From an optimization exercise on the open Yosys and OpenROAD flow, aimed at small area; shortcuts taken in it are not production practice. In this exercise RTL edits were held to simulation tests only and were not proved equivalent to the original. Power and IR drop assume default switching activity.

File: flow/config.mk
export PLATFORM = sky130hd
export DESIGN_NAME = multi_timer_unit_four_channel
export DESIGN_NICKNAME = multi_timer_unit_four_channel
export VERILOG_FILES = /design/flow/design.v
export SDC_FILE = /design/flow/constraint.sdc
export NUM_CORES = 4
export LEC_CHECK = 0
export CAP_MARGIN = 20
export CORE_MARGIN = 2
export CORE_UTILIZATION = 40
export SLEW_MARGIN = 20
File: flow/constraint.sdc
create_clock -name core_clock -period 7.0 [get_ports {clk}]
set_input_delay 1.4000 -clock core_clock [delete_from_list [all_inputs] [get_ports {clk}]]
set_output_delay 1.4000 -clock core_clock [all_outputs]
set_load 0.01 [all_outputs]
File: flow/design.v
module mtu_timer (
  input  logic        clk,
  input  logic        rst,
  input  logic        tick,          
  input  logic        wr_load,       
  input  logic        wr_ctl,        
  input  logic        wr_bg,         
  input  logic [31:0] load_data,     
  input  logic [7:0]  zero_data,     
  output logic [31:0] count_value,
  output logic [31:0] reload_value,  
  output logic [7:0]  control_word,
  output logic        expire
);
  logic [7:0]  prescale_count;
  logic [31:0] reload_reg, reload_next, load_val;
  logic        reload_zero, wr_reload, load, hi_keep;
  logic        en, wide, oneshot, periodic, free;
  logic        pdone, step, le1, g, gw, clr_hi, rel;
  logic [1:0]  code;
  logic [31:0] c, tog, nxt, z;
  logic [7:0]  ptog;
  assign c        = count_value;
  assign en       = control_word[7];
  assign periodic = control_word[6];
  assign code     = control_word[3:2];
  assign wide     = control_word[1];
  assign oneshot  = control_word[0];
  assign free     = !oneshot && !periodic;
  assign pdone = (code == 2'd0) ||
                 (code == 2'd1 && prescale_count[3:0] == 4'hF) ||
                 (code[1] && prescale_count == 8'hFF);
  assign step  = tick && en && pdone;
  assign le1   = (c[15:1] == 15'd0) && (!wide || c[31:16] == 16'd0);
  assign expire = step && le1;
  assign g      = step && (le1 ? free : !c[0]);
  assign gw     = g && wide;
  assign clr_hi = step && !wide;
  assign rel    = step && le1 && periodic && !oneshot && !reload_zero;
  assign tog[0] = step && (le1 ? (free != c[0]) : 1'b1);
  assign z[0] = 1'b1;
  assign z[1] = 1'b1;
  for (genvar i = 2; i < 32; i++) begin : g_z
    assign z[i] = z[i-1] && !c[i-1];
  end
  for (genvar i = 1; i < 32; i++) begin : g_bit
    if (i < 16) begin : g_lo
      assign tog[i] = g && z[i];
      assign nxt[i] = c[i] ^ tog[i];
    end else begin : g_hi
      assign tog[i] = gw && z[i];
      assign nxt[i] = (c[i] && !clr_hi) ^ tog[i];
    end
  end
  assign nxt[0] = c[0] ^ tog[0];
  assign wr_reload   = rst || wr_load || wr_bg;
  assign reload_next = ({32{wr_reload}} & load_data) | ({32{!wr_reload}} & reload_reg);
  assign reload_value = reload_reg & {32{!reload_zero}};
  always_ff @(posedge clk) begin
    reload_reg <= reload_next;
  end
  always_ff @(posedge clk) begin
    if (rst)                    reload_zero <= 1'b1;
    else if (wr_load || wr_bg)  reload_zero <= 1'b0;
  end
  assign load    = rst || wr_load || rel;
  assign hi_keep = rst || wr_load || wide;
  assign load_val = reload_next & {{16{hi_keep}}, 16'hFFFF};
  always_ff @(posedge clk) begin
    if (load)
      count_value <= load_val;
    else
      count_value <= nxt;
  end
  always_ff @(posedge clk) begin
    if (rst || wr_ctl)
      control_word <= zero_data;
    else if (expire && oneshot)
      control_word[7] <= 1'b0;
  end
  assign ptog[0] = tick && en;
  for (genvar i = 1; i < 8; i++) begin : g_pbit
    assign ptog[i] = ptog[i-1] && prescale_count[i-1];
  end
  always_ff @(posedge clk) begin
    if (rst || wr_load || wr_ctl || step)
      prescale_count <= 8'd0;
    else
      prescale_count <= prescale_count ^ ptog;
  end
endmodule
module multi_timer_unit_four_channel #(
  parameter int NUM_TIMERS = 4
) (
  input  logic                      clk,
  input  logic                      rst,
  input  logic                      req_valid,
  output logic                      req_ready,
  input  logic [1:0]                req_cmd,
  input  logic [4:0]                req_reg_word,
  input  logic [31:0]               req_write_data,
  output logic                      rsp_valid,
  input  logic                      rsp_ready,
  output logic [31:0]               rsp_read_data,
  output logic [3:0]                rsp_irq_lines
);
  logic [3:0]  irq_mask, raw_status;
  logic [31:0] reload_value [4];
  logic [31:0] count_value  [4];
  logic [7:0]  control_word [4];
  logic        out_valid;
  logic        rd_pending;
  logic [4:0]  rd_word;
  logic        accept, is_tick, is_write;
  logic [31:0] load_data;
  logic [7:0]  zero_data;
  logic [3:0]  expire;
  assign accept   = req_valid && req_ready;
  assign is_tick  = accept && (req_cmd == 2'd0);
  assign is_write = accept && (req_cmd == 2'd2);
  assign req_ready = !rst && (!out_valid || rsp_ready);
  assign rsp_valid = out_valid;
  assign load_data = req_write_data | {32{rst}};
  assign zero_data = req_write_data[7:0] & {8{!rst}};
  always_ff @(posedge clk) begin
    if (rst) out_valid <= 1'b0;
    else     out_valid <= accept || (out_valid && !rsp_ready);
  end
  always_ff @(posedge clk) begin
    if (!out_valid || rsp_ready) begin
      rd_pending <= (req_cmd == 2'd1);
      rd_word    <= req_reg_word;
    end
  end
  always_ff @(posedge clk) begin
    if (rst || (is_write && req_reg_word == 5'd0))
      irq_mask <= zero_data[3:0];
  end
  always_ff @(posedge clk) begin
    if (rst)
      raw_status <= 4'd0;
    else if (is_write && req_reg_word == 5'd3)
      raw_status <= raw_status & ~req_write_data[3:0];
    else
      raw_status <= raw_status | expire;
  end
  for (genvar t = 0; t < 4; t++) begin : g_t
    mtu_timer u_timer (
      .clk         (clk),
      .rst         (rst),
      .tick        (is_tick),
      .wr_load     (is_write && req_reg_word == 5'(4 + 4*t)),
      .wr_ctl      (is_write && req_reg_word == 5'(6 + 4*t)),
      .wr_bg       (is_write && req_reg_word == 5'(7 + 4*t)),
      .load_data   (load_data),
      .zero_data   (zero_data),
      .count_value (count_value[t]),
      .reload_value(reload_value[t]),
      .control_word(control_word[t]),
      .expire      (expire[t])
    );
  end
  logic [3:0]  sel_t;
  logic        sel_shared;
  logic [31:0] rd_or [5];
  assign sel_shared = rd_pending && (rd_word[4:2] == 3'd0);
  assign rd_or[4] = {28'd0,
                     ({4{sel_shared && rd_word[1:0] == 2'd0}} & irq_mask) |
                     ({4{sel_shared && rd_word[1:0] == 2'd1}} & raw_status) |
                     ({4{sel_shared && rd_word[1:0] == 2'd2}} & raw_status & irq_mask)};
  for (genvar t = 0; t < 4; t++) begin : g_rd
    assign sel_t[t] = rd_pending && (rd_word[4:2] == 3'(t + 1));
    assign rd_or[t] = ({32{sel_t[t] && rd_word[1:0] == 2'd1}} & count_value[t]) |
                      ({32{sel_t[t] && rd_word[1:0] == 2'd2}} & {24'd0, control_word[t]}) |
                      ({32{sel_t[t] && (rd_word[1:0] == 2'd0 || rd_word[1:0] == 2'd3)}} & reload_value[t]);
  end
  assign rsp_read_data = rd_or[0] | rd_or[1] | rd_or[2] | rd_or[3] | rd_or[4];
  assign rsp_irq_lines = raw_status & irq_mask;
endmodule
File: flow/flow/run.sh
#!/bin/bash
# Standard ORFS flow with three changes:
#  * after floorplan, the synthesized logic is restructured for area by
#    OpenROAD's restructure (registers are not touched);
#  * clock-tree options: clkbuf_8 clusters, no dummy loads;
#  * port buffers are buf_1.
# Each tool writes its full output to a log file of its own here.
set -euo pipefail
HERE=$(pwd)
bash standard.sh floorplan > standard_floorplan.log 2>&1
RES=$HERE/orfs/results/$FLOW_PLATFORM/multi_timer_unit_four_channel/base
LIB=$FLOW_HOME/platforms/$FLOW_PLATFORM/lib/sky130_fd_sc_hd__tt_025C_1v80.lib
mkdir -p $HERE/restructure_work
# restructure reads its own copy of the library without the platform's
# dont-use cells.
python3 $HERE/flow/filter_lib.py $LIB $HERE/restructure_lib.lib "*lpflow* *probe*" > filter_lib.log 2>&1
cat > $HERE/restructure.tcl <<EOT
read_liberty $LIB
read_db $RES/2_floorplan.odb
read_sdc $RES/2_floorplan.sdc
source $FLOW_HOME/platforms/$FLOW_PLATFORM/setRC.tcl
report_design_area
remove_buffers
report_design_area
set_dont_use [get_lib_cells {*lpflow* *probe*}]
restructure -target area -liberty_file $HERE/restructure_lib.lib -tielo_port sky130_fd_sc_hd__conb_1/LO -tiehi_port sky130_fd_sc_hd__conb_1/HI -work_dir $HERE/restructure_work -abc_logfile $HERE/restructure_abc.log
report_design_area
restructure -target area -liberty_file $HERE/restructure_lib.lib -tielo_port sky130_fd_sc_hd__conb_1/LO -tiehi_port sky130_fd_sc_hd__conb_1/HI -work_dir $HERE/restructure_work -abc_logfile $HERE/restructure_abc2.log
report_design_area
report_wns
report_tns
write_db $RES/2_floorplan.odb
EOT
openroad -exit $HERE/restructure.tcl > restructure.log 2>&1
CTS="-sink_clustering_enable -repair_clock_nets -buf_list sky130_fd_sc_hd__clkbuf_8 -sink_clustering_size 16 -sink_clustering_max_diameter 50 -dont_use_dummy_load"
bash standard.sh finish "CTS_ARGS=$CTS" "BUFFER_PORTS_ARGS=-buffer_cell sky130_fd_sc_hd__buf_1" > standard.log 2>&1
File: flow/flow/filter_lib.py
# Copy a liberty file without the cells whose names match the given patterns
# (the platform's DONT_USE_CELLS), for restructure's own library.
import fnmatch, re, sys
src, dst, pats = sys.argv[1], sys.argv[2], sys.argv[3].split()
out = []
skip = 0
depth = 0
for line in open(src):
    if skip:
        depth += line.count('{') - line.count('}')
        if depth <= 0:
            skip = 0
        continue
    m = re.match(r'\s*cell\s*\(\s*"?([\w]+)"?\s*\)', line)
    if m and any(fnmatch.fnmatch(m.group(1), p) for p in pats):
        depth = line.count('{') - line.count('}')
        skip = 1 if depth > 0 else 0
        continue
    out.append(line)
open(dst, 'w').writelines(out)
File: flow/standard.sh
#!/bin/bash
# synth_recipe.tcl (not shown) runs the flow's synth.tcl, then flattens the netlist and writes it again
# the make line also repeats each setting of config.mk as NAME=value (left out here)
make -C /OpenROAD-flow-scripts/flow DESIGN_CONFIG=/design/flow/config.mk WORK_HOME=/design/flow/orfs CLKGATE_MAP_FILE= SYNTH_SCRIPT=/design/flow/synth_recipe.tcl "${@:-finish}"
==> results.toml, run 1 <==
[placement]
dpl.cell_count = 2299
portBuffers = 80
place_hpwl_mm = 38.1
routabilityCongestion = 0.922

[floorplan]
dieWidth_um = 206
num_rows = 73
pin_count = 81
core_area_um2 = 39900
start_util_pct = 40.8
die-area_um2 = 42300
chipHeight_um = 206

[synthesis]
netlist_instances = 1850
synth_edf_count = 42
synthTopCellsByCount = "dfxtp_1 (297), nor2_1 (211), a21oi_1 (158), nand2_1 (129), clkbuf_1 (88)"
syn_area_um2 = 16300
synth_cell_type_count = 77
synth_warnings = 7
ys_async_sr_fraction_pct = 0
synth_flop_cell = "dfxtp_1"
synthTopCellsByArea = "dfxtp_1 (37%), edfxtp_1 (7.7%), nor2_1 (4.9%), a21oi_1 (4.9%), a22oi_1 (3.0%)"
synth_largest_area_cell = "dfxtp_1"
ys_seq_elements = 339
yosys.area.top_type_share_pct = 36.5
synth.most_common_cell = "dfxtp_1"
syn_avg_cell_area_um2 = 8.80
yosysSeqAreaShare_pct = 44.3
syn-num-nets = 1928

[job]
cap_violations = 0

[route]
met1Wirelength_mm = 22.8
routedWlPerCell_um = 23.9
routed_wl_mm = 55.8
route.vias.total = 14457
wl_met2_mm = 25.4
met3_length_mm = 5.46
dr.pass1.iters = 8
ant_nets = 0
drc = 0
first_iter_violations = 2039
highest_layer = "met4"
routed_via_density = 6.19

[grt]
grt_max_degree = 46
grt_overflow = 0
antenna_found_initial = 0
grt_pass1_vias = 13681
track_usage_pct = 26.2
grt_pass1_wl_mm = 82.9

[power_and_ir_drop]
power.density_nw_per_um2 = 236
p_leak_nw = 5.59
ir_drop_v = 0.0000981

[final_layout]
fin_nets = 1855
diodes = 0
post-route-util_pct = 40.7
fillers = 4037
layout-drive-gt1-share_pct = 4.59
stdcell_count = 2335
layout-area-overhead-vs-synth_pct = -0.100

[cts]
path_clk_slew_ns = 0.08
clock_sinks = 339
cts_tree = "built"
postCtsResizedCells = 0
ctsHoldBuffers = 0
clock_latency_ns = 0.61
clockRootBuffer = "clkbuf_8"
clock_path_buffers = 3
postCtsSetupBuffers = 0
htreeDepth = 2
numCtsBuffers = 36

[timing]
maxSlewViolCount = 0
fin_tns_setup_ns = 0
hold_violations = 0
setup_viol = 0
worst_pin_slew_ns = 1.08
fmax_mhz = 189
period_minus_slack_ns = 5.30
clock_skew_ns = 0.0827
relSlewSlack_pct = 27.7
fin_crit_sh_pct = 75.7
grt_setup_unrepaired = "false"

[run_status]
outcome = "complete, no violations"

[hold_path]
hp-class = "flip-flop to flip-flop"

[critical_path]
cp-start-kind = "input port"
cp_max_fo = 5
critical-path-slowest-cell = "or3_1"
crit_path_max_incr_delay_ns = 0.33
critPathRequiredTime_ns = 7.42
end_kind = "flip-flop"
cpMostUsedCell = "nor2_1"
worstSetupPathType = "input port to flip-flop"
cp.arrival_ns = 5.72
==> power by group <==
part | leakage (nW) | total, mW | switching (mW) | internal [mW]
logic | 2.44 | 0.445 | 0.285 | 0.159
clock network | 0.259 | 1.12 | 0.662 | 0.460
registers | 2.89 | 2.27 | 0.137 | 2.13
==> metrics by stage <==
| stage | power, mW | area, um2 | setup slack [ns] | hold WS, ns |
|---|---|---|---|---|
| 2_1_floorplan | 2.61 | 16300 | 2.93 | 0.441 |
| 3_3_place_gp | 2.73 | 15800 | 1.36 | 0.450 |
| 3_5_place_dp | 2.74 | 15800 | 1.23 | 0.454 |
| 4_1_cts | 3.85 | 16300 | 1.84 | 0.472 |
| 5_1_grt | 3.98 | 16300 | 1.10 | 0.494 |
| 6_report | 3.83 | 16300 | 1.70 | 0.468 |
==> critical path, delay by kind of cell <==
| family | cells | cell delay [ns] |
|---|---|---|
| xor gates and xnor gates | 1 | 0.14 |
| AOI/OAI and AO/OA | 3 | 0.54 |
| buffers and inverters | 8 | 0.92 |
| and+or+nand+nor | 14 | 2.71 |
==> cells in the final DEF (no fill, tap or decap), drive strengths merged, types with 25 or more instances in the layout <==
cell and n:
a21oi 42, a222oi 32, a22o 29, a22oi 27, a31oi 40, buf 111, clkbuf 37, clkinv 268
dfxtp 297, edfxtp 42, nand2 77, nand4 31, nor2 197, nor3 27, nor4 29, o21ai 70
o22ai 202, o32a 25, or2 34
==> cells by family after synthesis <==
kind of cell	count (synthesis)	share of synthesized area (%)
AND/OR/NAND/NOR	694	21.7
buffers and inverters	149	3.53
XOR/XNOR	55	2.96
adder cells (fa/ha/maj)	35	2.69
AO/OA/AOI/OAI	547	22.8
multiplexers	31	2.03
flip-flops	339	44.3
==> metal layers <==
metal / up-vias / GRT usage, %
li1: 6516 / -
met1: 7004 / 33.9
met2: 772 / 42.4
met3: 165 / 5.64
met4: 0 / 10.3
met5: - / 0
==> layout make-up <==
class,instances,area (um2),area share (%)
sequential,339,7210,44.3
clock buffer,36,495,3.05
timing repair buffer,112,542,3.33
inverter,269,1010,6.21
tap,525,657,4.04
multi-input combinational,1054,6350,39.0
==> worst paths after layout <==
path,from,to,cells after the start,slack [ns]
worst min-delay path,g_t[0].u_timer.prescale_count[7],g_t[0].u_timer.prescale_count[7],1,0.47
worst min register to register,g_t[0].u_timer.prescale_count[7],g_t[0].u_timer.prescale_count[7],1,0.47
worst max register to register,g_t[0].u_timer.count_value[24],g_t[0].u_timer.count_value[15],28,1.94
worst max-delay path,rst,g_t[3].u_timer.count_value[27],26,1.70
==> inputs of run 2 (changes only) <==
--- a/flow/design.v
+++ b/flow/design.v
@@ -15,4 +15,4 @@
   logic [7:0]  prescale_count;
-  logic [31:0] reload_reg, reload_next, load_val;
-  logic        reload_zero, wr_reload, load, hi_keep;
+  logic [31:0] reload_reg, reload_next;
+  logic        reload_zero, wr_reload, load, load_hi;
   logic        en, wide, oneshot, periodic, free;
@@ -66,9 +66,14 @@
   assign load    = rst || wr_load || rel;
-  assign hi_keep = rst || wr_load || wide;
-  assign load_val = reload_next & {{16{hi_keep}}, 16'hFFFF};
+  assign load_hi = rst || wr_load || (rel && wide);
   always_ff @(posedge clk) begin
     if (load)
-      count_value <= load_val;
+      count_value[15:0] <= reload_next[15:0];
     else
-      count_value <= nxt;
+      count_value[15:0] <= nxt[15:0];
+  end
+  always_ff @(posedge clk) begin
+    if (load_hi)
+      count_value[31:16] <= reload_next[31:16];
+    else
+      count_value[31:16] <= nxt[31:16];
   end
--- a/flow/flow/run.sh
+++ b/flow/flow/run.sh
@@ -27,7 +27,17 @@
 report_design_area
+# A second pass is kept only if it makes the area smaller.
+write_db $HERE/restructure_pass1.odb
+set area1 [rsz::design_area]
 restructure -target area -liberty_file $HERE/restructure_lib.lib -tielo_port sky130_fd_sc_hd__conb_1/LO -tiehi_port sky130_fd_sc_hd__conb_1/HI -work_dir $HERE/restructure_work -abc_logfile $HERE/restructure_abc2.log
 report_design_area
+set area2 [rsz::design_area]
 report_wns
 report_tns
-write_db $RES/2_floorplan.odb
+if { \$area2 < \$area1 } {
+  puts "keeping the second pass"
+  write_db $RES/2_floorplan.odb
+} else {
+  puts "keeping the first pass"
+  file copy -force $HERE/restructure_pass1.odb $RES/2_floorplan.odb
+}
 EOT
==> results.toml, run 2 <==
[synthesis]
synth_warnings = 7
yosysSeqAreaShare_pct = 45.1
yosys.area.top_type_share_pct = 37.2
synthTopCellsByArea = "dfxtp_1 (37%), edfxtp_1 (7.9%), nor2_1 (5.5%), a21oi_1 (4.7%), nand2_1 (3.5%)"
syn_avg_cell_area_um2 = 8.69
synthTopCellsByCount = "dfxtp_1 (297), nor2_1 (235), a21oi_1 (150), nand2_1 (147), clkbuf_1 (102)"
synth.most_common_cell = "dfxtp_1"
synth_flop_cell = "dfxtp_1"
synth_largest_area_cell = "dfxtp_1"
netlist_instances = 1840
ys_async_sr_fraction_pct = 0
synth_cell_type_count = 75
ys_seq_elements = 339
synth_edf_count = 42
syn_area_um2 = 16000
syn-num-nets = 1918

[cts]
clock_path_buffers = 3
cts_tree = "built"
path_clk_slew_ns = 0.06
clockRootBuffer = "clkbuf_8"
postCtsResizedCells = 0
clock_sinks = 339
htreeDepth = 2
postCtsSetupBuffers = 0
clock_latency_ns = 0.61
ctsHoldBuffers = 0
numCtsBuffers = 37

[critical_path]
cp-start-kind = "input port"
ff2ff_path_depth = 24
cp_max_fo = 5
critical-path-slowest-cell = "or4_1"
rr_startpoint = "g_t[2].u_timer.count_value[1]"
critPathRequiredTime_ns = 7.44
crit_start = "rst"
worstSetupPathType = "input port to flip-flop"
critical_path_depth = 25
cp.arrival_ns = 6.64
crit_buf_inv = 8
crit_path_max_incr_delay_ns = 0.56
cpLargestDelayFamily = "simple AND/OR/NAND/NOR gates"
end_kind = "flip-flop"

[final_layout]
layout-area-overhead-vs-synth_pct = 0.783
mostFrequentLayoutCell = "dfxtp_1"
final_cell_mix = "dfxtp_1 (297), clkinv_1 (220), nor2_1 (193)"
fin_nets = 1790
layout-drive-gt1-share_pct = 4.76

[hold_path]
holdPathStages = 2
worst_hold_startpoint = "g_t[0].u_timer.prescale_count[5]"
hp-class = "flip-flop to flip-flop"

[route]
dr.pass1.iters = 6
ant_nets = 0
first_iter_violations = 1753
routed_wl_mm = 53.0
routed_via_density = 6.15
drc = 0
routedWlPerCell_um = 23.4
route.vias.total = 13960

[timing]
maxSlewViolCount = 0
fin_tns_setup_ns = 0
clock_skew_ns = 0.111
worst_pin_slew_ns = 1.16
hold_violations = 0
relSlewSlack_pct = 21.9
setup_viol = 0
fmax_mhz = 161
period_minus_slack_ns = 6.20
grt_setup_unrepaired = "false"
fin_crit_sh_pct = 88.5

[floorplan]
chipHeight_um = 204
num_rows = 73
start_util_pct = 40.4
core_area_um2 = 39500
dieWidth_um = 204
die-area_um2 = 41600
pin_count = 81

[grt]
grt_pass1_vias = 13332
antenna_found_initial = 0
grt_overflow = 0
grt_pass1_wl_mm = 79.5
grt_max_degree = 49
track_usage_pct = 25.1

[power_and_ir_drop]
ir_drop_v = 0.0000914
total_power_mw = 3.43
power.density_nw_per_um2 = 213
p_leak_nw = 5.30

[run_status]
outcome = "complete, no violations"

[placement]
portBuffers = 80
place_hpwl_mm = 36.1
routabilityCongestion = 0.923

[job]
cap_violations = 0
-- run 2: cell types whose count changed in the layout (fill, tap and decap cells not counted), sizes merged, moves of 13 or more --
cell,previous run,this run
o22ai,202,139
clkinv,268,220
o22a,22,66
a222oi,32,59
a22o,29,2
nand3,20,46
o21ai,70,47
a22oi,27,46
nand4,31,18
or3,11,24
-- run 2: per-stage QoR --
stage | worst slack [ns] | std cells | hold slack, ns | area (um2) | utilization, %
floorplan | 2.96 | 1840 | 0.452 | 16000 | -
global placement | 0.404 | 2233 | 0.439 | 15600 | 39.4
detailed placement | 0.324 | 2233 | 0.446 | 15600 | 39.4
CTS | 0.887 | 2270 | 0.454 | 16100 | 40.7
global route | 0.265 | 2270 | 0.486 | 16100 | 40.7
finish | 0.802 | 2271 | 0.452 | 16100 | 40.7
-- run 2: area by class of cell --
cell class,instances,area [um2]
diodes,1,2.50
clock buffers,37,509
fillers,3968,23400
inverters,220,826
multi-input cells,1036,6360
flip-flops and latches,339,7210
well taps,525,657
repair buffers,113,549
-- run 2: worst paths after layout --
check | end | slack (ns)
setup / recovery | g_t[2].u_timer.count_value[31] | 0.80
hold / removal | g_t[0].u_timer.prescale_count[5] | 0.45
setup reg to reg | g_t[2].u_timer.count_value[31] | 1.04
hold reg to reg | g_t[0].u_timer.prescale_count[5] | 0.45
-- run 2: cell families (layout without fill, tap and decap cells) --
logic type	Yosys count	count (layout)	synth area share (%)
AND/OR/NAND/NOR	719	485	22.0
multiplexers	16	0	1.12
other	0	1	0
buffers and inverters	149	370	3.65
adder cells (fa/ha/maj)	35	0	2.74
XOR/XNOR	53	1	2.90
AO/OA/AOI/OAI	529	550	22.5
flip-flops	339	339	45.1
-- run 2: routing by layer --
metal  up-vias  GRT usage [%]  wire length (um)
met5         -              0                 0
met2       762           41.1             24400
li1       6396              -                 -
met3       146           4.05              4630
met4         0           11.3              1990
met1      6656           32.6             22000
-- run 2: worst min-delay path, stage by stage (launching register included) --
cell,delay (ns)
dfxtp_1,0.31
clkinv_1,0.05
a21oi_1,0.05
-- run 2: where the power goes --
part / switching (mW) / total (mW) / internal (mW) / leakage (nW)
Combinational: 0.157 / 0.227 / 0.0699 / 2.19
Clock: 0.658 / 1.13 / 0.472 / 0.266
Sequential: 0.0543 / 2.08 / 2.02 / 2.84
Total: 0.870 / 3.43 / 2.56 / 5.30
==> inputs of run 3 (changes only) <==
--- a/flow/config.mk
+++ b/flow/config.mk
@@ -10,2 +10,3 @@
 export CORE_UTILIZATION = 40
+export GPL_TIMING_DRIVEN = 0
 export SLEW_MARGIN = 20
==> results.toml, run 3 <==
[run_status]
outcome = "complete, no violations"

[grt]
grt_max_degree = 33
grt_overflow = 0
grt_pass1_wl_mm = 78.7
use_met3_pct = 4.18
track_usage_pct = 24.7
busiest_layer = "met2"
met2_usage_pct = 40.9
grt_pass1_vias = 13413
use_met1_pct = 31.5
antenna_found_initial = 0

[route]
first_iter_violations = 1692
routedWlPerCell_um = 23.2
routed_wl_mm = 52.5
routed_via_density = 6.17
dr.pass1.iters = 9
ant_nets = 0
route.vias.total = 13987
drc = 0

[power_and_ir_drop]
ir_drop_v = 0.000103
p_leak_nw = 5.34
total_power_mw = 3.43
power.density_nw_per_um2 = 211

[placement]
dpl.cell_count = 2231
post_dp_cell_area_um2 = 15800
place_ws_ns = -0.638
routabilityCongestion = 0.910
place_hpwl_mm = 37.5
portBuffers = 80

[final_layout]
layout-area-overhead-vs-synth_pct = 1.84
stdcell_count = 2267
mostFrequentLayoutCell = "dfxtp_1"
fin_nets = 1787
post-route-util_pct = 41.2
design_area_um2 = 16300
layout-drive-gt1-share_pct = 5.45
diodes = 0
final_cell_mix = "dfxtp_1 (297), clkinv_1 (215), nor2_1 (190)"

[timing]
fmax_mhz = 153
hold_violations = 0
clock_skew_ns = 0.103
maxSlewViolCount = 0
fin_tns_setup_ns = 0
whs_ns = 0.463
fin_ws_ns = 0.459
relSlewSlack_pct = 24.7
fin_crit_sh_pct = 93.4
grt_setup_unrepaired = "false"
worst_pin_slew_ns = 1.12
period_minus_slack_ns = 6.54
setup_viol = 0

[synthesis]
synthTopCellsByCount = "dfxtp_1 (297), nor2_1 (235), a21oi_1 (150), nand2_1 (147), clkbuf_1 (102)"
netlist_instances = 1840
ys_seq_elements = 339
syn_area_um2 = 16000
synth_warnings = 7
syn_avg_cell_area_um2 = 8.69
synth_flop_cell = "dfxtp_1"
syn-num-nets = 1918
synth.most_common_cell = "dfxtp_1"
synth_edf_count = 42
synth_largest_area_cell = "dfxtp_1"
synth_cell_type_count = 75
synthTopCellsByArea = "dfxtp_1 (37%), edfxtp_1 (7.9%), nor2_1 (5.5%), a21oi_1 (4.7%), nand2_1 (3.5%)"
ys_async_sr_fraction_pct = 0
yosysSeqAreaShare_pct = 45.1
yosys.area.top_type_share_pct = 37.2

[cts]
cts_tree = "built"
clockRootBuffer = "clkbuf_8"
clock_sinks = 339
htreeDepth = 2
numCtsBuffers = 36
clock_latency_ns = 0.59
clock_path_buffers = 3
path_clk_slew_ns = 0.10

[floorplan]
dieWidth_um = 204
num_rows = 73
start_util_pct = 40.4
pin_count = 81
chipHeight_um = 204
die-area_um2 = 41600
core_area_um2 = 39500

[hold_path]
hp-class = "flip-flop to flip-flop"

[critical_path]
worstSetupPathType = "input port to flip-flop"
cp.arrival_ns = 6.96
cp-start-kind = "input port"
end_kind = "flip-flop"
cp_max_fo = 27
critPathRequiredTime_ns = 7.42

[job]
cap_violations = 0
[run 3: cell counts after synthesis]
Identical to the previous run, type by type.
[run 3: worst max-delay path, cell delays in order]
cell	delay [ns]
clkbuf_4	0.23
buf_12	0.23
nor2_4	0.21
clkinvlp_4	0.19
nor3_4	0.23
o21ai_2	0.12
or4_1	0.53
or2_0	0.31
or3_1	0.44
nor2_1	0.16
clkinv_1	0.13
or3_1	0.43
nor2_2	0.15
clkinv_1	0.09
nor2_1	0.14
clkinv_1	0.13
or3_1	0.39
nor2_1	0.16
clkinv_1	0.11
nor2_1	0.15
clkinv_1	0.10
nor2_1	0.14
clkinv_1	0.12
o31a_1	0.29
a22oi_1	0.23
o22ai_1	0.11
[run 3: power by group]
group / internal [mW] / switching (mW)
clock network: 0.460 / 0.662
logic: 0.0730 / 0.161
registers: 2.02 / 0.0532
[run 3: per-layer routing]
layer	wire length, um	up-vias
li1	-	6388
met1	21200	6699
met2	24100	739
met3	4710	161
met4	2510	0
met5	0	-
[run 3: cells by family after synthesis]
kind of cell	share of synthesized area [%]
AND/OR/NAND/NOR	22.0
AO/OA/AOI/OAI	22.5
flip-flops	45.1
buffers and inverters	3.65
XOR/XNOR	2.90
adder cells (fa/ha/maj)	2.74
multiplexers	1.12
[run 3: what timing repair did]
action,4_1_cts,5_1_grt
setup buffers,0,0
hold buffers,0,0
endpoints found under the setup margin,1,3
resized for setup,1,8
pin swaps,0,1
cloned,0,0
[run 3: final cells by class]
cell class,instances,area (um2)
Buffer,1,3.75
Tap cell,525,657
Sequential cell,339,7210
Timing Repair Buffer,110,659
Multi-Input combinational cell,1036,6420
Fill cell,3997,23300
Inverter,220,835
Clock buffer,36,495
[run 3: worst paths after layout]
check	slack, ns	cells past startpoint	endpoint	start
worst max-delay path	0.46	26	g_t[2].u_timer.count_value[31]	rst
worst min-delay path	0.46	2	g_t[2].u_timer.prescale_count[5]	g_t[2].u_timer.prescale_count[5]
worst max register to register	0.83	25	g_t[2].u_timer.count_value[31]	g_t[2].u_timer.count_value[25]
worst min register to register	0.46	2	g_t[2].u_timer.prescale_count[5]	g_t[2].u_timer.prescale_count[5]
==> inputs of run 4 (changes only) <==
--- a/flow/config.mk
+++ b/flow/config.mk
@@ -9,4 +9,3 @@
 export CORE_MARGIN = 2
-export CORE_UTILIZATION = 40
-export GPL_TIMING_DRIVEN = 0
+export CORE_UTILIZATION = 55
 export SLEW_MARGIN = 20
==> results.toml, run 4 <==
[run_status]
outcome = "complete, no violations"

[grt]
grt_max_degree = 49
grt_pass1_wl_mm = 78.1
track_usage_pct = 33.5
grt_pass1_vias = 13308
antenna_found_initial = 0
grt_overflow = 0

[timing]
maxSlewViolCount = 0
clock_skew_ns = 0.0388
setup_viol = 0
period_minus_slack_ns = 6.22
grt_setup_unrepaired = "false"
fin_tns_setup_ns = 0
relSlewSlack_pct = 18.5
fin_crit_sh_pct = 88.9
fmax_mhz = 161
whs_ns = 0.455
worst_pin_slew_ns = 1.22
hold_violations = 0

[placement]
dpl.cell_count = 2091
routabilityCongestion = 0.938
place_hpwl_mm = 35.6
portBuffers = 80

[critical_path]
cp_max_fo = 5
end_kind = "flip-flop"
crit_path_max_incr_delay_ns = 0.53
crit_start = "rst"
worstSetupPathType = "input port to flip-flop"
cpLargestDelayFamily = "simple AND/OR/NAND/NOR gates"
rr_startpoint = "g_t[2].u_timer.count_value[25]"
r2r_slack_ns = 1.00
critical-path-slowest-cell = "or4_1"
cp.arrival_ns = 6.65
cp-start-kind = "input port"
crit_buf_inv = 8
critPathRequiredTime_ns = 7.43

[synthesis]
syn_area_um2 = 16000
yosys.area.top_type_share_pct = 37.2
synth_xor_area_share_pct = 2.90
ys_seq_elements = 339
synth-adder-area-share_pct = 2.74
synth_edf_count = 42
synth_top_family_by_area = "compound AO/OA/AOI/OAI gates"
synth_warnings = 7
synth_cell_type_count = 75
synth.most_common_cell = "dfxtp_1"
synthTopCellsByArea = "dfxtp_1 (37%), edfxtp_1 (7.9%), nor2_1 (5.5%), a21oi_1 (4.7%), nand2_1 (3.5%)"
yosys.area_share.simple_pct = 22.0
syn-num-nets = 1918
synth_compound_area_share_pct = 22.5
synthMuxAreaShare_pct = 1.12
synth_flop_cell = "dfxtp_1"
yosysSeqAreaShare_pct = 45.1
synth_largest_area_cell = "dfxtp_1"
ys_async_sr_fraction_pct = 0
syn_avg_cell_area_um2 = 8.69
synthTopCellsByCount = "dfxtp_1 (297), nor2_1 (235), a21oi_1 (150), nand2_1 (147), clkbuf_1 (102)"
netlist_instances = 1840

[cts]
clock_latency_ns = 0.57
postCtsSetupBuffers = 0
numCtsBuffers = 37
path_clk_slew_ns = 0.08
cts_tree = "built"
clock_sinks = 339
htreeDepth = 2
clockRootBuffer = "clkbuf_8"
clock_path_buffers = 3
postCtsResizedCells = 0
ctsHoldBuffers = 0

[floorplan]
chipHeight_um = 174
num_rows = 62
pin_count = 81
start_util_pct = 55.8
die-area_um2 = 30400
dieWidth_um = 174
core_area_um2 = 28600

[route]
dr.pass1.iters = 8
routed_via_density = 6.56
routedWlPerCell_um = 24.6
first_iter_violations = 1690
route.vias.total = 13966
drc = 0
ant_nets = 0
routed_wl_mm = 52.3

[hold_path]
worst_hold_startpoint = "g_t[0].u_timer.prescale_count[5]"
hp-class = "flip-flop to flip-flop"

[job]
cap_violations = 0

[final_layout]
layout-area-overhead-vs-synth_pct = -0.188
mostFrequentLayoutCell = "dfxtp_1"
final_cell_mix = "dfxtp_1 (297), clkinv_1 (220), nor2_1 (193)"
layout-drive-gt1-share_pct = 4.70
stdcell_count = 2128
fin_nets = 1789
post-route-util_pct = 55.7
diodes = 0

[power_and_ir_drop]
power.density_nw_per_um2 = 215
total_power_mw = 3.44
ir_drop_v = 0.000144
p_leak_nw = 5.31
-- run 4: cell types whose count changed in the layout (fill, tap and decap cells not counted), moves of 3 or more --
cell,before,now
nand2_2,4,1
nor2_1,190,193
clkinv_2,4,0
clkinv_1,215,220
buf_6,4,0
o21ai_2,3,0
buf_4,15,31
nor2_4,5,1
buf_12,8,0
nand2_1,64,67
-- run 4: metrics by stage --
stage / setup WS (ns) / instance area, um2
after CTS: 0.863 / 15900
after global placement: 0.389 / 15400
after floorplan: 2.96 / 16000
final: 0.776 / 16000
after global routing: 0.360 / 16000
after detailed placement: 0.303 / 15400
-- run 4: cells by family after synthesis --
family | after synthesis
simple gates | 719
compound gates | 529
flops | 339
buf+inv | 149
xor+xnor | 53
fa+ha+maj | 35
mux | 16
-- run 4: layout make-up --
class	instances	area, um2
Fill cell	2698	12700
Sequential cell	339	7210
Multi-Input combinational cell	1036	6370
Inverter	220	826
Timing Repair Buffer	112	562
Clock buffer	37	509
Tap cell	384	480
-- run 4: final timing paths --
path	endpoint	depth (start not counted)
worst max register to register	g_t[2].u_timer.count_value[31]	25
worst min register to register	g_t[0].u_timer.prescale_count[5]	2
worst max-delay path	g_t[2].u_timer.count_value[31]	25
worst min-delay path	g_t[0].u_timer.prescale_count[5]	2
-- run 4: per-layer routing --
metal / up-vias / share of wire [%] / GRT usage (%) / routed length [um]
met4: 0 / 4.0 / 14.6 / 2070
met2: 724 / 46 / 54.3 / 24000
met5: - / 0 / 0 / 0
met1: 6716 / 42 / 44.8 / 21700
li1: 6366 / - / - / -
met3: 160 / 8.6 / 4.68 / 4480
-- run 4: worst min-delay path: stages, from the launching register on --
cell and delay (ns):
dfxtp_1 0.31, clkinv_1 0.05, a21oi_1 0.05
-- run 4: power breakdown --
part / switching [mW] / internal, mW / total [mW]
Combinational: 0.157 / 0.0697 / 0.227
Sequential: 0.0533 / 2.02 / 2.07
Clock: 0.664 / 0.472 / 1.14
Total: 0.875 / 2.56 / 3.44
==> inputs of run 5 (changes only) <==
--- a/flow/config.mk
+++ b/flow/config.mk
@@ -7,5 +7,5 @@
 export LEC_CHECK = 0
-export CAP_MARGIN = 20
+export CAP_MARGIN = 0
 export CORE_MARGIN = 2
-export CORE_UTILIZATION = 55
-export SLEW_MARGIN = 20
+export CORE_UTILIZATION = 40
+export SLEW_MARGIN = 0
==> results.toml, run 5 <==
[final_layout]
regArea_um2 = 7210
mostFrequentLayoutCell = "dfxtp_1"
design_area_um2 = 16100
layout-drive-gt1-share_pct = 4.64
stdcell_count = 2270
fillers = 3987
layout-area-overhead-vs-synth_pct = 0.681
multi_input_area_um2 = 6350
final_cell_mix = "dfxtp_1 (297), clkinv_1 (220), nor2_1 (193)"
diodes = 0
fin_nets = 1790

[route]
routedWlPerCell_um = 23.4
first_iter_violations = 1650
routed_wl_mm = 53.2
ant_nets = 0
dr.pass1.iters = 8
routed_via_density = 6.12
drc = 0
route.vias.total = 13890

[timing]
maxSlewViolCount = 0
grt_setup_unrepaired = "false"
clock_skew_ns = 0.105
relSlewSlack_pct = 14.8
setup_viol = 0
worst_pin_slew_ns = 1.27
fin_tns_setup_ns = 0
fmax_mhz = 160
fin_crit_sh_pct = 89.2
period_minus_slack_ns = 6.25
whs_ns = 0.459
hold_violations = 0

[synthesis]
synth_edf_count = 42
syn_area_um2 = 16000
ys_async_sr_fraction_pct = 0
ys_seq_elements = 339
syn-num-nets = 1918
synthTopCellsByArea = "dfxtp_1 (37%), edfxtp_1 (7.9%), nor2_1 (5.5%), a21oi_1 (4.7%), nand2_1 (3.5%)"
netlist_instances = 1840
synth_warnings = 7
syn_avg_cell_area_um2 = 8.69
synth_largest_area_cell = "dfxtp_1"
synth_flop_cell = "dfxtp_1"
synthTopCellsByCount = "dfxtp_1 (297), nor2_1 (235), a21oi_1 (150), nand2_1 (147), clkbuf_1 (102)"
yosys.area.top_type_share_pct = 37.2
synth.most_common_cell = "dfxtp_1"
synth_cell_type_count = 75
yosysSeqAreaShare_pct = 45.1

[grt]
grt_pass1_wl_mm = 79.6
track_usage_pct = 25.2
grt_max_degree = 49
antenna_found_initial = 0
grt_pass1_vias = 13551
grt_overflow = 0

[cts]
htreeDepth = 2
path_clk_slew_ns = 0.06
clock_latency_ns = 0.62
ctsHoldBuffers = 0
postCtsResizedCells = 0
postCtsSetupBuffers = 0
cts_tree = "built"
clock_sinks = 339
numCtsBuffers = 37
clockRootBuffer = "clkbuf_8"
clock_path_buffers = 3

[critical_path]
worstSetupPathType = "input port to flip-flop"
cp.arrival_ns = 6.70
end_kind = "flip-flop"
cp_max_fo = 5
crit_start = "rsp_ready"
cp-start-kind = "input port"
rr_startpoint = "g_t[2].u_timer.count_value[3]"
critPathRequiredTime_ns = 7.45

[floorplan]
dieWidth_um = 204
pin_count = 81
chipHeight_um = 204
start_util_pct = 40.4
die-area_um2 = 41600
core_area_um2 = 39500
num_rows = 73

[placement]
routabilityCongestion = 0.923
dpl.cell_count = 2233
post_dp_cell_area_um2 = 15600
portBuffers = 80
place_hpwl_mm = 36.1

[job]
cap_violations = 0

[hold_path]
worst_hold_startpoint = "g_t[0].u_timer.prescale_count[5]"
hp-class = "flip-flop to flip-flop"

[power_and_ir_drop]
power.density_nw_per_um2 = 213
ir_drop_v = 0.000102
p_leak_nw = 5.29

[run_status]
outcome = "complete, no violations"
run 5: where the power goes:
part / total, mW / leakage [nW] / internal (mW) / switching [mW]
registers: 2.08 / 2.84 / 2.02 / 0.0540
clock network: 1.13 / 0.266 / 0.472 / 0.660
logic: 0.227 / 2.19 / 0.0697 / 0.157
run 5: critical path, stage by stage:
cell and delay (ns):
buf_1 0.08, nor2b_1 0.07, nor2_1 0.13, clkinv_1 0.13
nor3_1 0.30, o21ai_0 0.30, or4_1 0.56, or2_0 0.30
or3_1 0.42, nor2_1 0.15, clkinv_1 0.14, or3_1 0.41
nor2_1 0.16, clkinv_1 0.10, nor2_1 0.16, clkinv_1 0.12
or3_1 0.40, nor2_1 0.16, clkinv_1 0.10, nor2_1 0.15
clkinv_1 0.11, nor2_1 0.16, clkinv_1 0.13, o31a_1 0.29
a22oi_1 0.18, o22ai_1 0.09
run 5: metal layers:
metal,routed length (um),vias to the layer above,track usage [%]
li1,-,6363,-
met1,22000,6682,32.2
met2,24600,705,41.3
met3,4640,140,4.86
met4,1950,0,11.3
met5,0,-,0
run 5: path summary, 6_finish.rpt:
path / end / slack [ns] / cells after the start
setup reg to reg: g_t[2].u_timer.count_value[31] / 1.07 / 24
setup / recovery: g_t[2].u_timer.count_value[31] / 0.75 / 26
hold reg to reg: g_t[0].u_timer.prescale_count[5] / 0.46 / 2
hold / removal: g_t[0].u_timer.prescale_count[5] / 0.46 / 2
run 5: kinds of logic after synthesis:
group	after synthesis	share of synthesized area (%)
AOI/OAI and AO/OA	529	22.5
xor gates and xnor gates	53	2.90
adders and majority gates	35	2.74
buffers and inverters	149	3.65
DFF	339	45.1
muxes	16	1.12
and+or+nand+nor	719	22.0
run 5: final cells by class:
class	instances	share of cell area (%)
sequential	339	44.8
clock buffer	37	3.16
tap	525	4.08
timing repair buffer	113	3.41
multi-input combinational	1036	39.4
inverter	220	5.13
run 5: per-stage QoR:
stage	worst slack, ns	total power [mW]	util, %
5_1_grt	0.256	3.55	40.7
4_1_cts	0.917	3.45	40.7
2_1_floorplan	2.96	2.61	-
3_3_place_gp	0.404	2.34	39.4
6_report	0.754	3.43	40.7
3_5_place_dp	0.330	2.34	39.4
==> inputs of run 6 (changes only) <==
--- a/flow/flow/run.sh
+++ b/flow/flow/run.sh
@@ -44,3 +44,3 @@
 openroad -exit $HERE/restructure.tcl > restructure.log 2>&1
-CTS="-sink_clustering_enable -repair_clock_nets -buf_list sky130_fd_sc_hd__clkbuf_8 -sink_clustering_size 16 -sink_clustering_max_diameter 50 -dont_use_dummy_load"
+CTS="-sink_clustering_enable -repair_clock_nets -buf_list sky130_fd_sc_hd__clkbuf_8 -sink_clustering_size 24 -sink_clustering_max_diameter 60 -dont_use_dummy_load"
 bash standard.sh finish "CTS_ARGS=$CTS" "BUFFER_PORTS_ARGS=-buffer_cell sky130_fd_sc_hd__buf_1" > standard.log 2>&1
--- a/flow/config.mk
+++ b/flow/config.mk
@@ -7,5 +7,5 @@
 export LEC_CHECK = 0
-export CAP_MARGIN = 0
+export CAP_MARGIN = 20
 export CORE_MARGIN = 2
-export CORE_UTILIZATION = 40
-export SLEW_MARGIN = 0
+export CORE_UTILIZATION = 55
+export SLEW_MARGIN = 20
==> results.toml, run 6 <==
[synthesis]
ys_async_sr_fraction_pct = 0
synth_flop_cell = "dfxtp_1"
synthTopCellsByArea = "dfxtp_1 (37%), edfxtp_1 (7.9%), nor2_1 (5.5%), a21oi_1 (4.7%), nand2_1 (3.5%)"
syn-num-nets = 1918
yosysSeqAreaShare_pct = 45.1
yosys.area.top_type_share_pct = 37.2
synth_cell_type_count = 75
synth_edf_count = 42
netlist_instances = 1840
synth_largest_area_cell = "dfxtp_1"
syn_area_um2 = 16000
synth_warnings = 7
synthTopCellsByCount = "dfxtp_1 (297), nor2_1 (235), a21oi_1 (150), nand2_1 (147), clkbuf_1 (102)"
synth.most_common_cell = "dfxtp_1"
ys_seq_elements = 339
syn_avg_cell_area_um2 = 8.69

[cts]
clock_path_buffers = 3
ctsHoldBuffers = 0
htreeDepth = 1
cts_tree = "built"
numCtsBuffers = 30
postCtsSetupBuffers = 0
clock_sinks = 339
postCtsResizedCells = 0
clockRootBuffer = "clkbuf_8"
clock_latency_ns = 0.63
path_clk_slew_ns = 0.09

[critical_path]
ff2ff_path_depth = 25
cp_max_fo = 5
cp.arrival_ns = 6.63
end_kind = "flip-flop"
critPathRequiredTime_ns = 7.46
cp-start-kind = "input port"
worstSetupPathType = "input port to flip-flop"
rr_startpoint = "g_t[2].u_timer.count_value[25]"
r2r_slack_ns = 0.99
r2r_end = "g_t[2].u_timer.count_value[31]"

[grt]
antenna_found_initial = 0
grt_overflow = 0
grt_pass1_wl_mm = 78.1
track_usage_pct = 33.4
grt_max_degree = 49
grt_pass1_vias = 13245

[power_and_ir_drop]
ir_drop_v = 0.000180
netSwitchingFraction_pct = 25.4
p_sw_uw = 843
total_power_mw = 3.31
power.density_nw_per_um2 = 209
p_int_mw = 2.47
clkPwrFrac_pct = 30.5
seqPwrFrac_pct = 62.6
pwr-share-comb_pct = 6.9
p_leak_nw = 5.27

[job]
cap_violations = 0

[placement]
routabilityCongestion = 0.938
portBuffers = 80
dpl.cell_count = 2091
place_hpwl_mm = 35.6

[route]
dr.pass1.iters = 9
drc = 0
routed_via_density = 6.61
routedWlPerCell_um = 24.6
route.vias.total = 14020
first_iter_violations = 1747
ant_nets = 0
routed_wl_mm = 52.2

[floorplan]
pin_count = 81
dieWidth_um = 174
num_rows = 62
die-area_um2 = 30400
core_area_um2 = 28600
chipHeight_um = 174
start_util_pct = 55.8

[timing]
hold_violations = 0
worst_pin_slew_ns = 1.14
clock_skew_ns = 0.0553
grt_setup_unrepaired = "false"
relSlewSlack_pct = 23.5
fmax_mhz = 162
fin_crit_sh_pct = 88.1
maxSlewViolCount = 0
period_minus_slack_ns = 6.17
fin_tns_setup_ns = 0
setup_viol = 0

[final_layout]
mostFrequentLayoutCell = "dfxtp_1"
layout-area-overhead-vs-synth_pct = -0.618
diodes = 0
stdcell_count = 2122
fin_nets = 1783
layout-drive-gt1-share_pct = 4.37
final_cell_mix = "dfxtp_1 (297), clkinv_1 (220), nor2_1 (193)"

[hold_path]
holdPathStages = 2
worst_hold_startpoint = "g_t[0].u_timer.prescale_count[5]"
holdPathEnd = "g_t[0].u_timer.prescale_count[5]"
hp-class = "flip-flop to flip-flop"

[run_status]
outcome = "complete, no violations"
[run 6: cell count changes in the layout (fill, tap and decap cells not counted)]
cell	delta
nor2_4	+1
buf_4	-2
buf_16	+2
nand2_2	+1
nor3_4	+2
nor2_2	-1
nand2_1	-1
nor3_1	-1
nor3_2	-1
clkbuf_8	-7
[run 6: metal layers]
metal  routed length [um]  vias up  track usage [%]
li1                     -     6362                -
met1                21400     6757             44.9
met2                23600      746             54.1
met3                 4820      155             4.77
met4                 2310        0             14.0
met5                    0        -                0
[run 6: critical path, stage by stage]
cell and delay, ns:
clkbuf_2 0.19, nor2_1 0.18, clkinv_1 0.10, nor3_1 0.28, o21ai_0 0.25, or4_1 0.52, or2_0 0.29, or3_1 0.41
nor2_1 0.15, clkinv_1 0.14, or3_1 0.42, nor2_1 0.15, clkinv_1 0.11, nor2_1 0.16, clkinv_1 0.13, or3_1 0.41
nor2_1 0.16, clkinv_1 0.10, nor2_1 0.15, clkinv_1 0.10, nor2_1 0.15, clkinv_1 0.13, o31a_1 0.30, a22oi_1 0.18
o22ai_1 0.09
[run 6: cell families (layout without fill, tap and decap cells)]
logic type | after synthesis | after routing | synth area share (%)
muxes | 16 | 0 | 1.12
AOI/OAI and AO/OA | 529 | 550 | 22.5
and+or+nand+nor | 719 | 485 | 22.0
adders and majority gates | 35 | 0 | 2.74
xor gates and xnor gates | 53 | 1 | 2.90
DFF | 339 | 339 | 45.1
buffers and inverters | 149 | 363 | 3.65
[run 6: final cells by class]
type / count / area [um2]
Clock buffer: 30 / 413
Inverter: 220 / 826
Sequential cell: 339 / 7210
Multi-Input combinational cell: 1036 / 6370
Tap cell: 384 / 480
Timing Repair Buffer: 113 / 589
Fill cell: 2711 / 12700
[run 6: metrics by stage]
step                util (%)  hold slack (ns)  setup slack, ns  instance area [um2]
global route            55.5            0.486            0.374                15900
CTS                     55.4            0.463            0.895                15900
detailed placement      53.9            0.449            0.303                15400
floorplan                  -            0.452             2.96                16000
global placement        53.8            0.439            0.389                15400
finish                  55.5            0.459            0.832                15900
[run 6: worst max path at each step]
stage,startpoint,end,cells past startpoint
floorplan,rst,req_ready,5
global placement,rst,g_t[2].u_timer.count_value[31],25
detailed placement,rst,g_t[2].u_timer.count_value[31],25
CTS,rst,g_t[2].u_timer.count_value[31],25
global route,rst,g_t[2].u_timer.count_value[31],25
finish,rst,g_t[2].u_timer.count_value[31],25
[run 6: power groups by stage]
| stage | sequential (mW) | combinational [mW] | clock (mW) |
|---|---|---|---|
| 2_1_floorplan | 2.29 | 0.325 | 0 |
| 3_3_place_gp | 2.12 | 0.218 | 0 |
| 6_report | 2.07 | 0.228 | 1.01 |
| 5_1_grt | 2.08 | 0.244 | 1.10 |
| 4_1_cts | 2.07 | 0.222 | 1.03 |
| 3_5_place_dp | 2.12 | 0.221 | 0 |
==> inputs of run 7 (changes only) <==
--- a/flow/flow/run.sh
+++ b/flow/flow/run.sh
@@ -4,3 +4,3 @@
 #    OpenROAD's restructure (registers are not touched);
-#  * clock-tree options: clkbuf_8 clusters, no dummy loads;
+#  * clock-tree options: clkbuf_16 clusters, no dummy loads;
 #  * port buffers are buf_1.
@@ -44,3 +44,3 @@
 openroad -exit $HERE/restructure.tcl > restructure.log 2>&1
-CTS="-sink_clustering_enable -repair_clock_nets -buf_list sky130_fd_sc_hd__clkbuf_8 -sink_clustering_size 24 -sink_clustering_max_diameter 60 -dont_use_dummy_load"
+CTS="-sink_clustering_enable -repair_clock_nets -buf_list sky130_fd_sc_hd__clkbuf_16 -sink_clustering_size 30 -sink_clustering_max_diameter 60 -dont_use_dummy_load"
 bash standard.sh finish "CTS_ARGS=$CTS" "BUFFER_PORTS_ARGS=-buffer_cell sky130_fd_sc_hd__buf_1" > standard.log 2>&1
==> results.toml, run 7 <==
[grt]
grt_pass1_wl_mm = 78.1
grt_overflow = 0
grt_max_degree = 49
grt_pass1_vias = 13260
track_usage_pct = 33.4
antenna_found_initial = 0

[cts]
cts_tree = "built"
postCtsSetupBuffers = 0
clock_latency_ns = 0.58
path_clk_slew_ns = 0.06
numCtsBuffers = 30
postCtsResizedCells = 0
clockRootBuffer = "clkbuf_16"
clock_sinks = 339
ctsHoldBuffers = 0
clock_path_buffers = 3
htreeDepth = 1

[critical_path]
cp.arrival_ns = 6.62
worstSetupPathType = "input port to flip-flop"
cp-start-kind = "input port"
r2r_slack_ns = 1.03
end_kind = "flip-flop"
ff2ff_path_depth = 25
cp_max_fo = 5
critPathRequiredTime_ns = 7.42

[placement]
place_hpwl_mm = 35.6
portBuffers = 80
place_ws_ns = 0.303
routabilityCongestion = 0.938
dpl.cell_count = 2091

[power_and_ir_drop]
power.density_nw_per_um2 = 230
ir_drop_v = 0.000165
p_leak_nw = 5.42

[synthesis]
syn_area_um2 = 16000
syn-num-nets = 1918
netlist_instances = 1840
synth_largest_area_cell = "dfxtp_1"
yosysSeqAreaShare_pct = 45.1
synth_edf_count = 42
yosys.area.top_type_share_pct = 37.2
ys_async_sr_fraction_pct = 0
ys_seq_elements = 339
syn_avg_cell_area_um2 = 8.69
synth.most_common_cell = "dfxtp_1"
synth_cell_type_count = 75
synth_flop_cell = "dfxtp_1"
synth_warnings = 7
synthTopCellsByArea = "dfxtp_1 (37%), edfxtp_1 (7.9%), nor2_1 (5.5%), a21oi_1 (4.7%), nand2_1 (3.5%)"
synthTopCellsByCount = "dfxtp_1 (297), nor2_1 (235), a21oi_1 (150), nand2_1 (147), clkbuf_1 (102)"

[timing]
worst_pin_slew_ns = 1.24
period_minus_slack_ns = 6.20
grt_setup_unrepaired = "false"
fin_tns_setup_ns = 0
fin_crit_sh_pct = 88.6
relSlewSlack_pct = 17.2
clock_skew_ns = 0.0483
maxSlewViolCount = 0
fmax_mhz = 161
fin_ws_ns = 0.801
hold_violations = 0
setup_viol = 0

[floorplan]
dieWidth_um = 174
num_rows = 62
die-area_um2 = 30400
core_area_um2 = 28600
pin_count = 81
start_util_pct = 55.8
chipHeight_um = 174

[hold_path]
holdPathStages = 2
hp-class = "flip-flop to flip-flop"

[final_layout]
fin_nets = 1782
fillers = 2655
final_cell_mix = "dfxtp_1 (297), clkinv_1 (220), nor2_1 (193)"
diodes = 0
mostFrequentLayoutCell = "dfxtp_1"
layout-drive-gt1-share_pct = 4.32
stdcell_count = 2121
post-route-util_pct = 56.6
layout-area-overhead-vs-synth_pct = 1.32

[route]
first_iter_violations = 1828
routed_via_density = 6.54
dr.pass1.iters = 9
ant_nets = 0
route.vias.total = 13876
routed_wl_mm = 52.2
drc = 0
routedWlPerCell_um = 24.6

[job]
cap_violations = 0

[run_status]
outcome = "complete, no violations"
run 7: cell counts after synthesis:
Identical to the previous run, type by type.
run 7: metrics by stage:
| step | area (um2) | hold slack (ns) | total power [mW] |
|---|---|---|---|
| after detailed placement | 15400 | 0.449 | 2.34 |
| after global routing | 16200 | 0.481 | 3.84 |
| after floorplan | 16000 | 0.452 | 2.61 |
| after global placement | 15400 | 0.439 | 2.33 |
| after CTS | 16200 | 0.459 | 3.75 |
| final | 16200 | 0.456 | 3.73 |
run 7: cells by family (layout without fill, tap and decap cells):
logic type / count (synthesis) / count (layout) / share of synthesized area, %
xor+xnor: 53 / 1 / 2.90
buf+inv: 149 / 362 / 3.65
simple gates: 719 / 485 / 22.0
mux: 16 / 0 / 1.12
fa+ha+maj: 35 / 0 / 2.74
flops: 339 / 339 / 45.1
compound gates: 529 / 550 / 22.5
run 7: final timing paths:
kind                                      endpoint                             start
setup / recovery    g_t[2].u_timer.count_value[31]                               rst
hold / removal    g_t[0].u_timer.prescale_count[5]  g_t[0].u_timer.prescale_count[5]
setup reg to reg    g_t[2].u_timer.count_value[31]    g_t[2].u_timer.count_value[25]
hold reg to reg   g_t[0].u_timer.prescale_count[5]  g_t[0].u_timer.prescale_count[5]
run 7: critical path, stage by stage:
cell and delay [ns]:
clkbuf_2 0.18, nor2_1 0.18, clkinv_1 0.10, nor3_1 0.28, o21ai_0 0.25, or4_1 0.53
or2_0 0.28, or3_1 0.41, nor2_1 0.14, clkinv_1 0.13, or3_1 0.42, nor2_1 0.16
clkinv_1 0.11, nor2_1 0.15, clkinv_1 0.13, or3_1 0.41, nor2_1 0.16, clkinv_1 0.10
nor2_1 0.14, clkinv_1 0.10, nor2_1 0.14, clkinv_1 0.12, o31a_1 0.30, a22oi_1 0.18
o22ai_1 0.09
run 7: power breakdown:
part           switching [mW]  internal [mW]
logic                   0.158         0.0697
clock network           0.681          0.748
registers              0.0529           2.02
run 7: cell type report:
| type | instances | area, um2 | share of cell area [%] |
|---|---|---|---|
| sequential | 339 | 7210 | 44.5 |
| clock buffer | 30 | 751 | 4.63 |
| tap | 384 | 480 | 2.97 |
| multi-input combinational | 1036 | 6370 | 39.3 |
| inverter | 220 | 826 | 5.10 |
| timing repair buffer | 112 | 562 | 3.47 |
run 7: per-layer routing:
metal  wire length (um)  track usage (%)
met5                  0                0
met4               2030             13.9
met3               4730             4.42
met2              24000             54.5
met1              21500             44.7
==> inputs of run 8 (changes only) <==
--- a/flow/flow/run.sh
+++ b/flow/flow/run.sh
@@ -1,6 +1,8 @@
 #!/bin/bash
-# Standard ORFS flow with three changes:
+# Standard ORFS flow with four changes:
+#  * after the standard synthesis, the logic between the registers is
+#    re-mapped for area by ABC (flow/resynth.ys);
 #  * after floorplan, the synthesized logic is restructured for area by
 #    OpenROAD's restructure (registers are not touched);
-#  * clock-tree options: clkbuf_16 clusters, no dummy loads;
+#  * clock-tree options: clkbuf_8 clusters, no dummy loads;
 #  * port buffers are buf_1.
@@ -9,2 +11,14 @@
 HERE=$(pwd)
+bash standard.sh synth > standard_synth.log 2>&1
+RES=$HERE/orfs/results/$FLOW_PLATFORM/multi_timer_unit_four_channel/base
+LIB=$FLOW_HOME/platforms/$FLOW_PLATFORM/lib/sky130_fd_sc_hd__tt_025C_1v80.lib
+# ABC and restructure map onto a copy of the library without the platform's
+# dont-use cells.
+python3 $HERE/flow/filter_lib.py $LIB $HERE/restructure_lib.lib "*lpflow* *probe*" > filter_lib.log 2>&1
+# Re-map the logic between the registers of the standard synthesis for area
+# (flow/resynth.ys); the registers keep their instances, names and cells.
+cp $RES/1_2_yosys.v $HERE/std_1_2_yosys.v
+yosys -l $HERE/resynth.log -q -s $HERE/flow/resynth.ys > resynth_stdout.log 2>&1
+cp $HERE/resynth.v $RES/1_2_yosys.v
+rm -f $RES/1_synth.odb $RES/1_synth.sdc
 bash standard.sh floorplan > standard_floorplan.log 2>&1
@@ -15,3 +29,2 @@
 # dont-use cells.
-python3 $HERE/flow/filter_lib.py $LIB $HERE/restructure_lib.lib "*lpflow* *probe*" > filter_lib.log 2>&1
 cat > $HERE/restructure.tcl <<EOT
@@ -44,3 +57,3 @@
 openroad -exit $HERE/restructure.tcl > restructure.log 2>&1
-CTS="-sink_clustering_enable -repair_clock_nets -buf_list sky130_fd_sc_hd__clkbuf_16 -sink_clustering_size 30 -sink_clustering_max_diameter 60 -dont_use_dummy_load"
+CTS="-sink_clustering_enable -repair_clock_nets -buf_list sky130_fd_sc_hd__clkbuf_8 -sink_clustering_size 16 -sink_clustering_max_diameter 50 -dont_use_dummy_load"
 bash standard.sh finish "CTS_ARGS=$CTS" "BUFFER_PORTS_ARGS=-buffer_cell sky130_fd_sc_hd__buf_1" > standard.log 2>&1
==> flow/flow/area.abc (new file) <==
&get -n
&st
&dch -f
&nf -R 1000 -p -a
&st
&syn2
&if -g -K 6
&synch2
&nf -R 1000 -p
&st
&syn2
&if -g -K 6
&synch2
&nf -R 1000 -p
&st
&dch -f
&nf -R 1000 -p -a
&put
==> flow/flow/resynth.ys (new file) <==
# Re-map the combinational logic of the standard synthesis netlist for area.
# The flip-flops are kept as they are (same instances, names and cells);
# only the gates between them are re-mapped by ABC with an area-oriented script.
read_liberty -ignore_miss_func restructure_lib.lib
blackbox sky130_fd_sc_hd__dfxtp_1 sky130_fd_sc_hd__edfxtp_1
read_verilog std_1_2_yosys.v
hierarchy -top multi_timer_unit_four_channel
flatten
opt -purge
abc -liberty restructure_lib.lib -script flow/area.abc
setundef -zero
splitnets
opt_clean -purge
hilomap -singleton -hicell sky130_fd_sc_hd__conb_1 HI -locell sky130_fd_sc_hd__conb_1 LO
insbuf -buf sky130_fd_sc_hd__buf_4 A X
opt_clean -purge
rename -enumerate
stat -liberty restructure_lib.lib
write_verilog -noattr -noexpr -nohex -nodec resynth.v
--- a/flow/config.mk
+++ b/flow/config.mk
@@ -9,3 +9,3 @@
 export CORE_MARGIN = 2
-export CORE_UTILIZATION = 55
+export CORE_UTILIZATION = 40
 export SLEW_MARGIN = 20
==> results.toml, run 8 <==
[route]
dr.pass1.iters = 12
first_iter_violations = 2015
route.vias.total = 14189
ant_nets = 0
routedWlPerCell_um = 25.8
routed_via_density = 6.57
routed_wl_mm = 55.8
drc = 0

[critical_path]
critical-path-slowest-cell = "or4_1"
worstSetupPathType = "flip-flop to flip-flop"
critPathRequiredTime_ns = 7.43
cp.arrival_ns = 6.78
crit_buf_inv = 1
cpLargestDelayFamily = "simple AND/OR/NAND/NOR gates"
cp_max_fo = 5
cp-start-kind = "flip-flop"
end_kind = "flip-flop"
crit_path_max_incr_delay_ns = 0.53
cpMostUsedCell = "nor2_1"

[job]
cap_violations = 0

[timing]
maxSlewViolCount = 0
fin_tns_setup_ns = 0
clock_skew_ns = 0.0946
relSlewSlack_pct = 26.3
fmax_mhz = 157
setup_viol = 0
worst_pin_slew_ns = 1.10
fin_crit_sh_pct = 90.7
grt_setup_unrepaired = "false"
hold_violations = 0
whs_ns = 0.436
period_minus_slack_ns = 6.35

[power_and_ir_drop]
total_power_mw = 3.37
netSwitchingFraction_pct = 25.2
p_leak_nw = 5.39
pwr-share-comb_pct = 5.6
p_int_mw = 2.52
seqPwrFrac_pct = 60.3
p_sw_uw = 851
ir_drop_v = 0.0000935
power.density_nw_per_um2 = 209
clkPwrFrac_pct = 34.2

[final_layout]
final_cell_mix = "dfxtp_1 (297), nor2_1 (209), clkinv_1 (171)"
mostFrequentLayoutCell = "dfxtp_1"
layout-drive-gt1-share_pct = 5.20
layout-area-overhead-vs-synth_pct = 8.45
diodes = 0
stdcell_count = 2160
fin_nets = 1737
fillers = 3623

[cts]
path_clk_slew_ns = 0.10
htreeDepth = 2
cts_tree = "built"
clock_path_buffers = 3
clock_latency_ns = 0.60
numCtsBuffers = 37
postCtsSetupBuffers = 0
clock_sinks = 339
clockRootBuffer = "clkbuf_8"

[placement]
routabilityCongestion = 0.907
portBuffers = 80
place_hpwl_mm = 37.4
dpl.cell_count = 2123

[synthesis]
syn_avg_cell_area_um2 = 8.37
syn-num-nets = 1816
netlist_instances = 1773
syn_area_um2 = 14800
synth_warnings = 7

[grt]
antenna_found_initial = 0
grt_max_degree = 64
grt_overflow = 0
grt_pass1_wl_mm = 82.9
grt_pass1_vias = 13363
track_usage_pct = 28.3

[floorplan]
dieWidth_um = 197
core_area_um2 = 36600
num_rows = 70
die-area_um2 = 38700
start_util_pct = 40.5
chipHeight_um = 197
pin_count = 81

[hold_path]
hp-class = "flip-flop to flip-flop"

[run_status]
outcome = "complete, no violations"
-- run 8: layout make-up --
class	instances	area, um2	share of cell area, %
Timing Repair Buffer	112	544	3.38
Clock buffer	37	509	3.16
Sequential cell	339	7210	44.8
Multi-Input combinational cell	1033	6610	41.1
Inverter	171	642	3.99
Tap cell	468	586	3.64
-- run 8: worst paths after layout --
| kind | to | cells after the start | from | slack [ns] |
|---|---|---|---|---|
| setup / recovery | g_t[3].u_timer.count_value[23] | 25 | g_t[3].u_timer.count_value[24] | 0.65 |
| hold / removal | g_t[0].u_timer.prescale_count[5] | 2 | g_t[0].u_timer.prescale_count[5] | 0.44 |
| setup reg to reg | g_t[3].u_timer.count_value[23] | 25 | g_t[3].u_timer.count_value[24] | 0.65 |
| hold reg to reg | g_t[0].u_timer.prescale_count[5] | 2 | g_t[0].u_timer.prescale_count[5] | 0.44 |
-- run 8: repair_timing --
action / 4_1_cts / 5_1_grt
resized for setup: 0 / 1
endpoints found under the setup margin: 0 / 2
hold buffers: 0 / 0
-- run 8: power by group through the flow --
stage	clock network (mW)	registers, mW	logic [mW]
floorplan	0	2.14	0.147
detailed placement	0	2.07	0.182
finish	1.15	2.03	0.188
global placement	0	2.07	0.181
global route	1.24	2.03	0.199
CTS	1.16	2.03	0.183
-- run 8: layer usage --
| layer | track usage [%] | wire length, um | up-vias |
|---|---|---|---|
| met4 | 8.35 | 1490 | 0 |
| met5 | 0 | 0 | - |
| met3 | 7.12 | 6640 | 114 |
| met1 | 39.4 | 23700 | 6895 |
| met2 | 43.2 | 24000 | 856 |
| li1 | - | - | 6324 |
-- run 8: tightest hold or removal path: stages, from the launching register on --
cell	delay [ns]
dfxtp_1	0.29
clkinv_1	0.05
a21oi_1	0.05
-- run 8: metrics by stage --
| stage | worst slack [ns] | instance area, um2 | utilization [%] |
|---|---|---|---|
| CTS | 0.627 | 16100 | 43.9 |
| finish | 0.650 | 16100 | 44.0 |
| global route | 0.0996 | 16100 | 44.0 |
| detailed placement | 0.318 | 15600 | 42.5 |
| global placement | 0.502 | 15600 | 42.5 |
| floorplan | 0.613 | 14800 | - |

==> port drivers added, routing unchanged <==
The results above use ideal ports. As a check the final layouts listed here were re-extracted and re-timed, cells and wires unchanged. Step 1, drivers: a clkbuf_16 drives clk and a buf_2 each remaining input, both assumed. Step 2 moves the port delays by t, midway between the first and last clock arrival at a register: inputs arrive t later, outputs are due t later. That takes back most of the time a late clock gives input paths. Three values: ideal, step 1, step 2; two values: the first two.
| run | t, ns | slack for setup (ns) | cell pins on the clock port's net |
|---|---|---|---|
| run 1 | 0.617 | 1.700 / 1.718 / 1.101 | 1 |
| run 2 | 0.605 | 0.802 / 0.829 / 0.225 | 1 |
| run 3 | 0.587 | 0.459 / 0.487 / -0.100 | 1 |
| run 4 | 0.595 | 0.776 / 0.802 / 0.206 | 1 |
| run 5 | 0.620 | 0.754 / 0.783 / 0.163 | 1 |
| run 6 | 0.649 | 0.832 / 0.857 / 0.208 | 1 |
| run 7 | 0.605 | 0.801 / 0.830 / 0.226 | 1 |
| run 8 | 0.598 | 0.650 / 0.650 / 0.143 | 1 |
With both steps, setup timing fails in run 3, where it was met with ideal ports. For run 6, which loses most, drivers alone change the setup slack by +0.025 ns; drivers and shift together by -0.624 ns.
